This is an optimization exercise on Yosys and OpenROAD, whose aim is small area, a short achievable clock period and few clock cycles, not a production implementation.
Function was checked by simulation only, so behaviour that the tests miss may differ from the original.
Power is estimated from default activity; no workload was simulated.

Design pcm_frame_to_s16_stereo_mono, start of the top module:
module pcm_frame_to_s16_stereo_mono (
  input  logic                              clk_i,
  input  logic                              rst_ni,
  input  logic                              in_valid,
  output logic                              in_ready,
  input  logic [pfs_pkg::SAMPLE_W-1:0]      in_left_sample,
  input  logic [pfs_pkg::SAMPLE_W-1:0]      in_right_sample,
  input  logic                              in_silent,
  input  logic                              in_end_of_packet,
  output logic                              out_valid,
  input  logic                              out_ready,
  output logic signed [pfs_pkg::PCM16_W-1:0] out_left_pcm16,
  output logic signed [pfs_pkg::PCM16_W-1:0] out_right_pcm16,
  output logic signed [pfs_pkg::MONO_W-1:0]  out_mono_level,
  output logic                              out_last_of_packet,
  input  logic                              psel,
  input  logic                              penable,
  input  logic                              pwrite,
  input  logic [pfs_pkg::APB_AW-1:0]        paddr,
  input  logic [pfs_pkg::APB_DW-1:0]        pwdata,
  output logic [pfs_pkg::APB_DW-1:0]        prdata,
  output logic                              pready
);
For scale: about 1,500 cells after synthesis, ~140 flip-flops, roughly 210 I/O pins, about 14,000 um2 of cells after synthesis.
clock: 6.5 ns
lec_check: 0
abc_clock_period_in_ps: 3500
cap_margin: 20
core_margin: 2
core_utilization: 40
cts_buf_list: sky130_fd_sc_hd__clkbuf_8
place_density: 0.6
setup_slack_margin: 2.5
slew_margin: 20
standard.sh (not shown) runs the stock make flow with config.mk's settings and CLKGATE_MAP_FILE= SYNTH_SCRIPT=/design/flow/synth_recipe.tcl, a recipe that flattens the netlist after the stock synthesis.
==> flow/flow/run.sh <==
#!/bin/bash
set -euo pipefail
export BUFFER_PORTS_ARGS="-buffer_cell sky130_fd_sc_hd__buf_2"
bash standard.sh > standard.log 2>&1
Testbench counts at the start, summed over its fixed seeds: cycles 18,402.
Change:
==> flow/flow/run.sh (replaced) <==
#!/bin/bash
set -euo pipefail
export BUFFER_PORTS_ARGS="-buffer_cell sky130_fd_sc_hd__buf_1"
bash standard.sh > standard.log 2>&1
--- a/flow/config.mk
+++ b/flow/config.mk
@@ -8 +7,0 @@
-export ABC_CLOCK_PERIOD_IN_PS = 3500
@@ -11 +10 @@
-export CORE_UTILIZATION = 40
+export CORE_UTILIZATION = 50
@@ -13,2 +12,3 @@
-export PLACE_DENSITY = 0.6
-export SETUP_SLACK_MARGIN = 2.5
+export CTS_CLUSTER_SIZE = 30
+export PLACE_DENSITY = 0.65
+export SETUP_SLACK_MARGIN = 2.75
=> Non-clock buffer count came out higher by 36. First-iteration DRC count goes down by about 11%. Via count went up by 1.8%. Wire length shrinks by 0.51%. Count of clock-buffer cells in the layout is unchanged. Maximum frequency increases by 4.9%. Synthesized cell count is unchanged. Cell count falls by about 3.5%. Final area grows by about 0.6%. Hold slack loses 17 ps. Total power increases by 1.5%.
Change:
--- a/flow/flow/run.sh
+++ b/flow/flow/run.sh
@@ -3,0 +4 @@
+export RECOVER_POWER=100
The new run completed and failed the layout checks on max-capacitance violations, max-slew violations.
Via count went up by 0.31%.
Power went down by 0.54%.
Worst setup slack is worse by 410 ps.
Core utilization went down by 0.37 points.
Register-to-register slack is worse by 430 ps.
Change:
--- a/flow/flow/run.sh
+++ b/flow/flow/run.sh
@@ -4 +3,0 @@
-export RECOVER_POWER=100
--- a/flow/config.mk
+++ b/flow/config.mk
@@ -10 +10 @@
-export CORE_UTILIZATION = 50
+export CORE_UTILIZATION = 40
@@ -13 +13 @@
-export PLACE_DENSITY = 0.65
+export PLACE_DENSITY = 0.6
Now the flow ran to the end with no violations.
Worst setup slack gets better by 370 ps.
Synthesized cell count does not change.
Area after synthesis stays the same.
Final cell count is higher by a few percent.


## run 1
pcm_frame_to_s16_stereo_mono again, from the RTL that the note above started with.
## pcm_frame_to_s16_stereo_mono
module pcm_frame_to_s16_stereo_mono (
  input  logic                              clk_i,
  input  logic                              rst_ni,
  input  logic                              in_valid,
  output logic                              in_ready,
  input  logic [pfs_pkg::SAMPLE_W-1:0]      in_left_sample,
  input  logic [pfs_pkg::SAMPLE_W-1:0]      in_right_sample,
  input  logic                              in_silent,
  input  logic                              in_end_of_packet,
  output logic                              out_valid,
  input  logic                              out_ready,
  output logic signed [pfs_pkg::PCM16_W-1:0] out_left_pcm16,
  output logic signed [pfs_pkg::PCM16_W-1:0] out_right_pcm16,
  output logic signed [pfs_pkg::MONO_W-1:0]  out_mono_level,
  output logic                              out_last_of_packet,
  input  logic                              psel,
  input  logic                              penable,
  input  logic                              pwrite,
  input  logic [pfs_pkg::APB_AW-1:0]        paddr,
  input  logic [pfs_pkg::APB_DW-1:0]        pwdata,
  output logic [pfs_pkg::APB_DW-1:0]        prdata,
  output logic                              pready
);
clock: 6.5 ns
lec_check: 0
cap_margin: 20
core_margin: 2
core_utilization: 40
cts_buf_list: sky130_fd_sc_hd__clkbuf_8
cts_cluster_diameter: 200
cts_cluster_size: 50
place_density: 0.6
setup_slack_margin: 2.75
slew_margin: 20
==> flow/flow/run.sh <==
#!/bin/bash
set -euo pipefail
export BUFFER_PORTS_ARGS="-buffer_cell sky130_fd_sc_hd__buf_1"
bash standard.sh > standard.log 2>&1
The final layout from run 1, which completed every stage, passed the timing, design-rule and antenna checks at the end of the flow.
Testbench counts of run 1, summed over its fixed seeds: cycles 18,402.
diff inputs: run 1 => run 2
==> flow/flow/run.sh <==
#!/bin/bash
set -euo pipefail
export BUFFER_PORTS_ARGS="-buffer_cell sky130_fd_sc_hd__buf_2"
bash standard.sh > standard.log 2>&1
--- a/flow/config.mk
+++ b/flow/config.mk
@@ -7,0 +8 @@
+export ABC_AREA = 1
@@ -12,2 +12,0 @@
-export CTS_CLUSTER_DIAMETER = 200
-export CTS_CLUSTER_SIZE = 50
@@ -15 +14 @@
-export SETUP_SLACK_MARGIN = 2.75
+export SETUP_SLACK_MARGIN = 2.5
[summary]
Run comparison: run 2 highest-delay cell along the critical path sky130_fd_sc_hd__o21ai_4; run 1 highest-delay cell along the critical path sky130_fd_sc_hd__nor2_2. in_left_sample[23] as the beginning of the critical path was reported by run 2, and in_left_sample[25] by run 1. Diff run 1 -> run 2: post-layout minimum cycle time higher; total power moved down; fraction of the mapped netlist area in compound gates now sits lower.
Edits applied to the flow inputs when going from run 2 to run 3:
--- a/flow/config.mk
+++ b/flow/config.mk
@@ -8 +7,0 @@
-export ABC_AREA = 1
@@ -12,0 +12 @@
+export CTS_CLUSTER_SIZE = 30
@@ -14 +14 @@
-export SETUP_SLACK_MARGIN = 2.5
+export SETUP_SLACK_MARGIN = 2.75
Results
- Going from run 2 to run 3, the total design power was found to have gone up by about 8%.
- Against run 2, internal power in run 3 came out worse.
- Compared with run 2, in run 3 number of buffers inserted to repair setup after CTS moved up, synthesized area divided by synthesized cell count moved up, global routing met1 resource utilization went down by 2.4 points.
- Compared with run 2, in run 3 cell area down about 6%, first-pass GRT wire length down about 15%, cell count after synthesis down 692.
Changes in run 4 relative to run 3:
==> flow/flow/run.sh <==
#!/bin/bash
set -euo pipefail
export BUFFER_PORTS_ARGS="-buffer_cell sky130_fd_sc_hd__buf_1"
bash standard.sh > standard.log 2>&1
--- a/flow/config.mk
+++ b/flow/config.mk
@@ -14 +14 @@
-export SETUP_SLACK_MARGIN = 2.75
+export SETUP_SLACK_MARGIN = 2.5
Findings:
Maximum frequency delta for run 4 relative to run 3: about 1.8% lower. The critical path depth was comparable across run 3 and run 4. Going from run 3 to run 4, total routed wire length on the met1 layer shrank by 3.5%; cell area fell by about 2.3%; vias after detailed routing moved down. Run 4: flow completed, timing, DRC and antenna clean. The final layout from run 3, which completed every stage, passed the timing, design-rule and antenna checks at the end of the flow. Setup slack after placement: lower on run 4. Logic gate share of total power in run 4 is 0.7 points lower than in run 3. Re final critical path time including I/O delays and setup: run 4 is 0.069 ns up on run 3. Run 4 ends up with a net switching power of the design that is 49 uW lower than in run 3. Power down 2.7% in run 4 wrt run 3. On hold slack: run 4 sits below run 3.

separate check: timing with driven ports:
The results above use ideal ports. As a check the final layouts listed here were re-extracted and re-timed, cells and wires unchanged. Step 1 sets driving cells, clkbuf_16 on the clock port and buf_2 on the other inputs (assumed; they add their load-dependent delay and slew). Step 2 adds t to the input delays and takes it off the output delays; t is the mean of the earliest and latest rising clock arrival at the registers after step 1. Input paths then give back, and output paths get back, about the clock's delay inside the block. Three values: no drivers, after step 1, after step 2; two values: the first two.
run | t, ns | setup WS [ns] | worst hold slack (ns) | worst setup path after step 2 | slew at the worst register clock pin (ns)
the first run of note 1 | 0.508 | 2.702 / 2.708 / 2.208 | 0.457 / 0.457 / 0.457 | input to register | 0.09 / 0.09
the second run of note 1 | 0.490 | 2.878 / 2.885 / 2.394 | 0.440 / 0.440 / 0.440 | input to register | 0.10 / 0.10
the third run of note 1 | 0.490 | 2.463 / 2.463 / 2.049 | 0.440 / 0.440 / 0.440 | input to register | 0.10 / 0.10
the fourth run of note 1 | 0.506 | 2.829 / 2.849 / 2.343 | 0.428 / 0.428 / 0.428 | input to register | 0.08 / 0.08
run 1 | 0.506 | 2.829 / 2.849 / 2.343 | 0.428 / 0.428 / 0.428 | input to register | 0.08 / 0.08
run 2 | 0.496 | 2.696 / 2.718 / 2.222 | 0.422 / 0.422 / 0.422 | input to register | 0.09 / 0.09
run 3 | 0.508 | 2.772 / 2.772 / 2.331 | 0.457 / 0.457 / 0.457 | input to register | 0.09 / 0.09
run 4 | 0.506 | 2.703 / 2.711 / 2.205 | 0.428 / 0.428 / 0.428 | input to register | 0.08 / 0.08
For run 4, which loses most, drivers alone change the setup slack by +0.008 ns; drivers and shift together by -0.498 ns.
